From an optimization exercise on the open Yosys and OpenROAD flow, aimed at a short achievable clock period and few clock cycles per item; shortcuts taken in it are not production practice. Function was checked by simulation only, so behaviour that the tests miss may differ from the original. Power and IR drop assume default switching activity.

## flow/design.v

```verilog
`default_nettype none
package mipsPkg;
	localparam int DataWidth = 32;
	localparam int RegAddrWidth = 5;
	localparam int RegCount = 32;
	localparam int ShamtWidth = 5;
	localparam int OpcodeMsb = 31;
	localparam int OpcodeLsb = 26;
	localparam int RsMsb = 25;
	localparam int RsLsb = 21;
	localparam int RtMsb = 20;
	localparam int RtLsb = 16;
	localparam int RdMsb = 15;
	localparam int RdLsb = 11;
	localparam int ShamtMsb = 10;
	localparam int ShamtLsb = 6;
	localparam int FunctMsb = 5;
	localparam int FunctLsb = 0;
	localparam int ImmMsb = 15;
	localparam int ImmLsb = 0;
	typedef logic [DataWidth-1:0] word_t;
	typedef logic [RegAddrWidth-1:0] regAddr_t;
	typedef enum logic [5:0] {
		OpRType = 6'b000000,
		OpAddi  = 6'b001000
	} opcode_e;
	typedef enum logic [5:0] {
		FnSll = 6'b000000,
		FnSrl = 6'b000010,
		FnSra = 6'b000011,
		FnAdd = 6'b100000,
		FnSub = 6'b100010,
		FnAnd = 6'b100100
	} funct_e;
	typedef enum logic [1:0] {AluAdd, AluSub, AluAnd} aluOp_e;
	typedef enum logic [1:0] {ShiftLeft, ShiftRightLogic, ShiftRightArith} shiftOp_e;
	typedef enum logic [2:0] {
		FetchWait, FetchAck, Decode, Execute, ShiftRun, WriteBack
	} state_e;
endpackage
`default_nettype wire
`timescale 1ns/1ps
`default_nettype none
module regFile (
	input logic clk,
	input logic reset,
	input mipsPkg::regAddr_t rdAddrA,
	input mipsPkg::regAddr_t rdAddrB,
	output mipsPkg::word_t rdDataA,
	output mipsPkg::word_t rdDataB,
	input logic wrEn,
	input mipsPkg::regAddr_t wrAddr,
	input mipsPkg::word_t wrData
);
	mipsPkg::word_t regs [0:mipsPkg::RegCount-1];
	always_ff @(posedge clk) begin
		if (reset) begin
			for (int i = 0; i < mipsPkg::RegCount; i++)
				regs[i] <= '0;
		end else if (wrEn && (wrAddr != '0)) begin
			regs[wrAddr] <= wrData;
		end
	end
	assign rdDataA = (rdAddrA == '0) ? '0 : regs[rdAddrA];
	assign rdDataB = (rdAddrB == '0) ? '0 : regs[rdAddrB];
endmodule
`default_nettype wire
`timescale 1ns/1ps
`default_nettype none
module aluUnit (
	input logic clk,
	input logic reset,
	input logic start,
	input mipsPkg::aluOp_e op,
	input mipsPkg::word_t a,
	input mipsPkg::word_t b,
	output mipsPkg::word_t result
);
	always_ff @(posedge clk) begin
		if (reset) begin
			result <= '0;
		end else if (start) begin
			case (op)
				mipsPkg::AluAdd: result <= a + b;  
				mipsPkg::AluSub: result <= a - b;
				mipsPkg::AluAnd: result <= a & b;
				default: result <= a + b;
			endcase
		end
	end
endmodule
`default_nettype wire
`timescale 1ns/1ps
`default_nettype none
module shiftUnit (
	input logic clk,
	input logic reset,
	input logic start,
	input mipsPkg::shiftOp_e op,
	input mipsPkg::word_t value,
	input logic [mipsPkg::ShamtWidth-1:0] amount,
	output mipsPkg::word_t result,
	output logic done
);
	mipsPkg::word_t data;
	logic [mipsPkg::ShamtWidth-1:0] count;  
	logic busy;
	assign done = busy && (count <= mipsPkg::ShamtWidth'(1));
	assign result = data;
	always_ff @(posedge clk) begin
		if (reset) begin
			busy <= 1'b0;
			count <= '0;
		end else if (start) begin
			busy <= 1'b1;
			count <= amount;
		end else if (busy) begin
			if (count != '0)
				count <= count - 1'b1;
			if (done)
				busy <= 1'b0;
		end
	end
	always_ff @(posedge clk) begin
		if (start) begin
			data <= value;
		end else if (busy && (count != '0)) begin
			case (op)
				mipsPkg::ShiftLeft: data <= data << 1;
				mipsPkg::ShiftRightLogic: data <= data >> 1;
				mipsPkg::ShiftRightArith: data <= {data[mipsPkg::DataWidth-1], data[mipsPkg::DataWidth-1:1]};  
				default: data <= data;
			endcase
		end
	end
endmodule
`default_nettype wire
`timescale 1ns/1ps
`default_nettype none
module datapath (
	input logic clk,
	input logic reset,
	input mipsPkg::word_t instr,
	input logic irLoad,
	input logic operandLoad,
	input logic aluStart,
	input logic shiftStart,
	input logic writeFromShift,
	input logic destIsRt,
	input logic regWrite,
	input mipsPkg::aluOp_e aluOp,
	input mipsPkg::shiftOp_e shiftOp,
	output mipsPkg::opcode_e opcode,
	output mipsPkg::funct_e funct,
	output logic shiftDone,
	output mipsPkg::regAddr_t regWrAddr,
	output mipsPkg::word_t regWrData
);
	mipsPkg::word_t ir;
	mipsPkg::word_t regA;
	mipsPkg::word_t regB;
	mipsPkg::word_t rdDataA;
	mipsPkg::word_t rdDataB;
	mipsPkg::word_t immExt;
	mipsPkg::word_t aluB;
	mipsPkg::word_t aluResult;
	mipsPkg::word_t shiftResult;
	always_ff @(posedge clk) begin
		if (irLoad)
			ir <= instr;
		if (operandLoad) begin
			regA <= rdDataA;
			regB <= rdDataB;
		end
	end
	assign opcode = mipsPkg::opcode_e'(ir[mipsPkg::OpcodeMsb:mipsPkg::OpcodeLsb]);
	assign funct = mipsPkg::funct_e'(ir[mipsPkg::FunctMsb:mipsPkg::FunctLsb]);
	assign immExt = {{(mipsPkg::DataWidth - mipsPkg::ImmMsb - 1){ir[mipsPkg::ImmMsb]}}, ir[mipsPkg::ImmMsb:mipsPkg::ImmLsb]};
	assign aluB = destIsRt ? immExt : regB;  
	assign regWrAddr = destIsRt ? ir[mipsPkg::RtMsb:mipsPkg::RtLsb] : ir[mipsPkg::RdMsb:mipsPkg::RdLsb];
	assign regWrData = writeFromShift ? shiftResult : aluResult;
	regFile u_regFile (
		.clk(clk),
		.reset(reset),
		.rdAddrA(ir[mipsPkg::RsMsb:mipsPkg::RsLsb]),
		.rdAddrB(ir[mipsPkg::RtMsb:mipsPkg::RtLsb]),
		.rdDataA(rdDataA),
		.rdDataB(rdDataB),
		.wrEn(regWrite),
		.wrAddr(regWrAddr),
		.wrData(regWrData)
	);
	aluUnit u_aluUnit (
		.clk(clk),
		.reset(reset),
		.start(aluStart),
		.op(aluOp),
		.a(regA),
		.b(aluB),
		.result(aluResult)
	);
	shiftUnit u_shiftUnit (
		.clk(clk),
		.reset(reset),
		.start(shiftStart),
		.op(shiftOp),
		.value(regB),  
		.amount(ir[mipsPkg::ShamtMsb:mipsPkg::ShamtLsb]),
		.result(shiftResult),
		.done(shiftDone)
	);
endmodule
`default_nettype wire
`timescale 1ns/1ps
`default_nettype none
module controlFsm (
	input logic clk,
	input logic reset,
	input logic instrReq,
	output logic instrAck,
	input mipsPkg::opcode_e opcode,
	input mipsPkg::funct_e funct,
	input logic shiftDone,
	output logic irLoad,
	output logic operandLoad,
	output logic aluStart,
	output logic shiftStart,
	output logic writeFromShift,
	output logic destIsRt,
	output logic regWrite,
	output mipsPkg::aluOp_e aluOp,
	output mipsPkg::shiftOp_e shiftOp
);
	mipsPkg::state_e state;
	mipsPkg::state_e nextState;
	logic opValid;  
	logic decValid;
	logic decShift;
	logic decRt;
	mipsPkg::aluOp_e decAluOp;
	mipsPkg::shiftOp_e decShiftOp;
	always_comb begin
		decValid = 1'b1;
		decShift = 1'b0;
		decRt = 1'b0;
		decAluOp = mipsPkg::AluAdd;
		decShiftOp = mipsPkg::ShiftLeft;
		case (opcode)
			mipsPkg::OpRType: begin
				case (funct)
					mipsPkg::FnAdd: decAluOp = mipsPkg::AluAdd;
					mipsPkg::FnSub: decAluOp = mipsPkg::AluSub;
					mipsPkg::FnAnd: decAluOp = mipsPkg::AluAnd;
					mipsPkg::FnSll: begin
						decShift = 1'b1;
						decShiftOp = mipsPkg::ShiftLeft;
					end
					mipsPkg::FnSrl: begin
						decShift = 1'b1;
						decShiftOp = mipsPkg::ShiftRightLogic;
					end
					mipsPkg::FnSra: begin
						decShift = 1'b1;
						decShiftOp = mipsPkg::ShiftRightArith;
					end
					default: decValid = 1'b0;  
				endcase
			end
			mipsPkg::OpAddi: decRt = 1'b1;  
			default: decValid = 1'b0;
		endcase
	end
	always_comb begin
		nextState = state;
		case (state)
			mipsPkg::FetchWait: begin
				if (instrReq)
					nextState = mipsPkg::FetchAck;
			end
			mipsPkg::FetchAck: begin
				if (!instrReq)
					nextState = mipsPkg::Decode;
			end
			mipsPkg::Decode: nextState = mipsPkg::Execute;
			mipsPkg::Execute: begin
				if (!opValid)
					nextState = mipsPkg::FetchWait;  
				else if (writeFromShift)
					nextState = mipsPkg::ShiftRun;
				else
					nextState = mipsPkg::WriteBack;
			end
			mipsPkg::ShiftRun: begin
				if (shiftDone)
					nextState = mipsPkg::WriteBack;
			end
			mipsPkg::WriteBack: nextState = mipsPkg::FetchWait;
			default: nextState = mipsPkg::FetchWait;
		endcase
	end
	always_ff @(posedge clk) begin
		if (reset) begin
			state <= mipsPkg::FetchWait;
			opValid <= 1'b0;
			writeFromShift <= 1'b0;
			destIsRt <= 1'b0;
			aluOp <= mipsPkg::AluAdd;
			shiftOp <= mipsPkg::ShiftLeft;
		end else begin
			state <= nextState;
			if (state == mipsPkg::Decode) begin  
				opValid <= decValid;
				writeFromShift <= decShift;
				destIsRt <= decRt;
				aluOp <= decAluOp;
				shiftOp <= decShiftOp;
			end
		end
	end
	assign irLoad = (state == mipsPkg::FetchWait) && instrReq;
	assign instrAck = (state == mipsPkg::FetchAck);
	assign operandLoad = (state == mipsPkg::Decode);
	assign aluStart = (state == mipsPkg::Execute) && opValid && !writeFromShift;
	assign shiftStart = (state == mipsPkg::Execute) && opValid && writeFromShift;
	assign regWrite = (state == mipsPkg::WriteBack);
endmodule
`default_nettype wire
`timescale 1ns/1ps
`default_nettype none
module mipsCore (
	input logic clk,
	input logic reset,
	input logic instrReq,
	input mipsPkg::word_t instr,
	output logic instrAck,
	output logic regWrite,
	output mipsPkg::regAddr_t regWrAddr,
	output mipsPkg::word_t regWrData
);
	mipsPkg::opcode_e opcode;
	mipsPkg::funct_e funct;
	mipsPkg::aluOp_e aluOp;
	mipsPkg::shiftOp_e shiftOp;
	logic shiftDone;
	logic irLoad;
	logic operandLoad;
	logic aluStart;
	logic shiftStart;
	logic writeFromShift;
	logic destIsRt;
	controlFsm u_controlFsm (
		.clk(clk),
		.reset(reset),
		.instrReq(instrReq),
		.instrAck(instrAck),
		.opcode(opcode),
		.funct(funct),
		.shiftDone(shiftDone),
		.irLoad(irLoad),
		.operandLoad(operandLoad),
		.aluStart(aluStart),
		.shiftStart(shiftStart),
		.writeFromShift(writeFromShift),
		.destIsRt(destIsRt),
		.regWrite(regWrite),
		.aluOp(aluOp),
		.shiftOp(shiftOp)
	);
	datapath u_datapath (
		.clk(clk),
		.reset(reset),
		.instr(instr),
		.irLoad(irLoad),
		.operandLoad(operandLoad),
		.aluStart(aluStart),
		.shiftStart(shiftStart),
		.writeFromShift(writeFromShift),
		.destIsRt(destIsRt),
		.regWrite(regWrite),
		.aluOp(aluOp),
		.shiftOp(shiftOp),
		.opcode(opcode),
		.funct(funct),
		.shiftDone(shiftDone),
		.regWrAddr(regWrAddr),
		.regWrData(regWrData)
	);
endmodule
`default_nettype wire
```

## flow/config.mk

```make
export PLATFORM = sky130hd
export DESIGN_NAME = mipsCore
export DESIGN_NICKNAME = mipsCore
export VERILOG_FILES = /design/flow/design.v
export SDC_FILE = /design/flow/constraint.sdc
export NUM_CORES = 4
export LEC_CHECK = 0
export CAP_MARGIN = 20
export CORE_MARGIN = 2
export CORE_UTILIZATION = 40
export SLEW_MARGIN = 20
```

## flow/constraint.sdc

```tcl
create_clock -name core_clock -period 8.0 [get_ports {clk}]
set_input_delay 1.6000 -clock core_clock [delete_from_list [all_inputs] [get_ports {clk}]]
set_output_delay 1.6000 -clock core_clock [all_outputs]
set_load 0.01 [all_outputs]
```

## flow/run.sh

```bash
#!/bin/bash
# synth_recipe.tcl (not shown) runs the flow's synth.tcl, then flattens the netlist and writes it again
# the make line also repeats each setting of config.mk as NAME=value (left out here)
make -C /OpenROAD-flow-scripts/flow DESIGN_CONFIG=/design/flow/config.mk WORK_HOME=/design/flow/orfs CLKGATE_MAP_FILE= SYNTH_SCRIPT=/design/flow/synth_recipe.tcl finish
```

==> results.txt <==
==> report_power, final <==
part | internal (mW) | leakage [nW] | total (mW) | switching (mW)
registers | 7.10 | 12.1 | 7.22 | 0.127
logic | 0.680 | 8.72 | 1.56 | 0.882
clock network | 3.58 | 2.09 | 6.18 | 2.60
==> registers in the layout (all words and copies together) (netlist names), 3 cells and up <==
signal                        flops
u_datapath.u_aluUnit.result      32
u_datapath.u_regFile.regs      1024
u_datapath.ir                    32
u_controlFsm.state                3
u_datapath.regA                  32
u_datapath.u_shiftUnit.data      32
u_datapath.u_shiftUnit.count      5
u_datapath.regB                  32
==> cells by family after synthesis <==
group | after synthesis | synth area share [%]
AO/OA/AOI/OAI | 307 | 3.10
XOR/XNOR | 58 | 0.821
adder cells (fa/ha/maj) | 40 | 0.821
buffers and inverters | 480 | 2.95
flip-flops | 1200 | 57.4
multiplexers | 759 | 25.2
other | 1 | 0.00606
AND/OR/NAND/NOR | 1458 | 9.64
==> metrics by stage <==
stage	utilization (%)	instances	cell area, µm²	total power [mW]	worst slack, ns
after floorplan	-	4334	62000	8.30	2.86
after global placement	42.6	6189	65600	8.88	2.10
after detailed placement	42.6	6189	65600	8.89	2.02
after CTS	45.4	6431	69900	15.0	2.03
after global routing	45.4	6431	69900	15.3	1.48
final	45.4	6434	69900	15.0	1.99
==> Yosys cell counts (all sizes together) (7+ instances only) <==
cell type	number	area (µm²)
a31oi	12	75.1
nand3	24	125
a21oi	122	614
xor2	23	201
edfxtp	1152	34600
mux4	640	14400
and3	10	62.6
a211oi	13	97.6
nor3	29	150
ha	39	488
xnor2	35	307
or4	7	60.1
nor4	8	83.8
nor2b	36	225
nand2	103	387
a311oi	8	70.1
nand2b	44	275
mux2i	113	1140
buf	69	283
inv	70	263
a21o	24	180
nor2	1169	4390
clkbuf	341	1280
dfxtp	48	961
o31ai	10	93.8
o21ai	61	309
==> tightest hold or removal path, delay by kind of cell (launching register included) <==
| family | cells | cell delay [ns] |
|---|---|---|
| DFF | 1 | 0.33 |
| and+or+nand+nor | 1 | 0.06 |
| AOI/OAI and AO/OA | 1 | 0.05 |
==> layer usage <==
metal / global-route usage (%) / up-vias
met5: 0 / -
met4: 11.2 / 8
met3: 7.17 / 431
met2: 40.7 / 2773
met1: 37.4 / 21378
li1: - / 16373
==> path summary, 6_finish.rpt <==
kind | to | from | depth (start not counted)
setup / recovery | u_datapath.u_aluUnit.result[27] | u_controlFsm.destIsRt | 18
hold / removal | u_datapath.u_aluUnit.result[0] | u_datapath.u_aluUnit.result[0] | 2
setup reg to reg | u_datapath.u_aluUnit.result[27] | u_controlFsm.destIsRt | 18
hold reg to reg | u_datapath.u_aluUnit.result[0] | u_datapath.u_aluUnit.result[0] | 2
==> area by class of cell <==
class                      count  share of cell area (%)
timing repair buffer         221                    2.76
sequential                  1200                    50.9
multi-input combinational   2654                    36.2
antenna                        3                  0.0107
clock inverter                59                   0.866
inverter                      70                   0.376
clock buffer                 183                    5.30
tap                         2044                    3.66
==> impl_metrics.env <==
export IMPL_timing_max_transition_violations_final=0
export IMPL_met3WireLength_um=26500
export IMPL_area_growth_pct=12.9
export IMPL_routed_top_layer="met5"
export IMPL_timing_critical_path_arrival_ns=6.66
export IMPL_number_of_i_o_pins=74
export IMPL_grt_first_pass_wirelength_um=301000
export IMPL_worst_ir_drop_vdd_mv=0.211
export IMPL_routed_wl_um=214000
export IMPL_cts_inserted_buffers=136
export IMPL_cpLargestDelayFamily="compound AO/OA/AOI/OAI gates"
export IMPL_mostFrequentLayoutCells="nor2_1 (1166), edfxtp_1 (1152), mux4_2 (640)"
export IMPL_syn_avg_cell_area_um2=14.4
export IMPL_clk_insertion_delay_late_ns=0.78
export IMPL_clock_sink_count=1200
export IMPL_cts_setup_buffers=0
export IMPL_clock_skew_final_ns=0.0433
export IMPL_post_synth_inst_count=4303
export IMPL_globalplace_congestion=0.914
export IMPL_drtIter0Drc=6489
export IMPL_antenna_found_initial=4
export IMPL_cap_violations=0
export IMPL_mappedNetlistArea_mm2=0.0619
export IMPL_synth_ff_latch_count=1200
export IMPL_path_class="register to register"
export IMPL_yosysSeqAreaShare_pct=57.4
export IMPL_grt_remaining_overflow=0
export IMPL_row_count=144
export IMPL_postSynth_asyncResetShare_pct=0
export IMPL_htree_levels=4
export IMPL_regToRegSetupSlack_ns=1.99
export IMPL_path_cells="buf_4 -> o21a_1 -> ha_1 -> o211ai_1 -> nor4_2 -> nand2_1 -> a21oi_2 -> a31oi_1 -> xnor2_1 -> o21ai_0 -> ha_1 -> a21o_1 -> a2111oi_0 -> o22ai_1 -> a21oi_1 -> o21ai_1 -> xnor2_1 -> a2111oi_0"
export IMPL_ctsResizeCount=0
export IMPL_synth_edff_count=1152
export IMPL_multi_input_comb_area_mm2=0.0253
export IMPL_first_global_vias=40031
export IMPL_grt_max_degree=100
export IMPL_finalSetupViolations=0
export IMPL_timing_slew_headroom_pct=23.9
export IMPL_remaining_drc_errors=0
export IMPL_tns_ns=0
export IMPL_initial_utilization_pct=40.2
export IMPL_floorplan_core_area_mm2=0.154
export IMPL_nNetsFinal=4358
export IMPL_mostFrequentLayoutCell="nor2_1"
export IMPL_end_kind="register"
export IMPL_layout_area_seq_mm2=0.0356
export IMPL_cpMaxStageDelayCell="dfxtp_2"
export IMPL_start_kind="register"
export IMPL_hpwlAfterDp_um=128000
export IMPL_met2_routed_wl_um=96800
export IMPL_wl_met1_um=81700
export IMPL_hold_path_class="register to register"
export IMPL_die_x_um=397
export IMPL_cts_clk_slew_worst_paths_ns=0.06
export IMPL_fmax_ghz=0.166
export IMPL_clock_tree_buffer_depth=3
export IMPL_critPathBufInv=1
export IMPL_grt_total_usage_pct=27.1
export IMPL_powerDensity_mw_per_mm2=214
export IMPL_worstPathRequired_ns=8.64
export IMPL_critical_path_peak_fanout=40
export IMPL_cts_tree="done"
export IMPL_proportion_of_layout_cells_with_a_drive_suffix_above_1_pct=25.1
export IMPL_route_detailed_wl_per_inst_um=33.3
export IMPL_min_period_ns=6.01
export IMPL_tightest_slew_ns=1.14
export IMPL_route_vias_total=40963
export IMPL_fp_dieH_um=397
export IMPL_rsz0062_at_grt="false"
export IMPL_hold_slack_ns=0.493
export IMPL_run_status="timing/DRC/antenna clean"
export IMPL_drt_vias_per_instance=6.37
export IMPL_yosys_warnings=5
export IMPL_flip_flop_cell_with_the_highest_count_after_synthesis="edfxtp_1"
export IMPL_ant_nets=0
export IMPL_hold_viol_final=0
export IMPL_cts_root_buf="clkbuf_16"
export IMPL_period_utilisation_layout_pct=75.2
export IMPL_number_of_port_buffers=73
export IMPL_p_leak_nw=22.9
export IMPL_drtPass1Iterations=5
export IMPL_die_area_mm2=0.158
export IMPL_fillers=13427
export IMPL_cp_slowest_stage_delay_ns=0.87
export IMPL_number_of_hold_repair_buffers_added_at_the_cts_stage=0
export IMPL_yosys_cell_types_count=79
Testbench counts, summed over its fixed seeds: cycles 85,269, instrs 8,000.

==> static timing again, ports no longer ideal <==
The results above use ideal ports. As a check the final layout listed here was re-extracted and re-timed, cells and wires unchanged.
Step 1 assumes that a clkbuf_16 drives the clock port and a buf_2 every other input.
Step 2, shift: input delay + t, output delay - t, t = (earliest + latest rising clock arrival at the registers) / 2. This alone moves slack from input paths to output paths.
Three values: no drivers, after step 1, after step 2; two values: the first two.
t (ns): 0.851
setup WS [ns]: 1.985 / 1.985 / 1.985
worst hold slack (ns): 0.493 / 0.493 / 0.493
latest minus earliest clock arrival (ns): 0.043 / 0.043
After both steps this run still meets setup and hold. For this run, drivers alone change the setup slack by 0.000 ns; drivers and shift together by 0.000 ns.
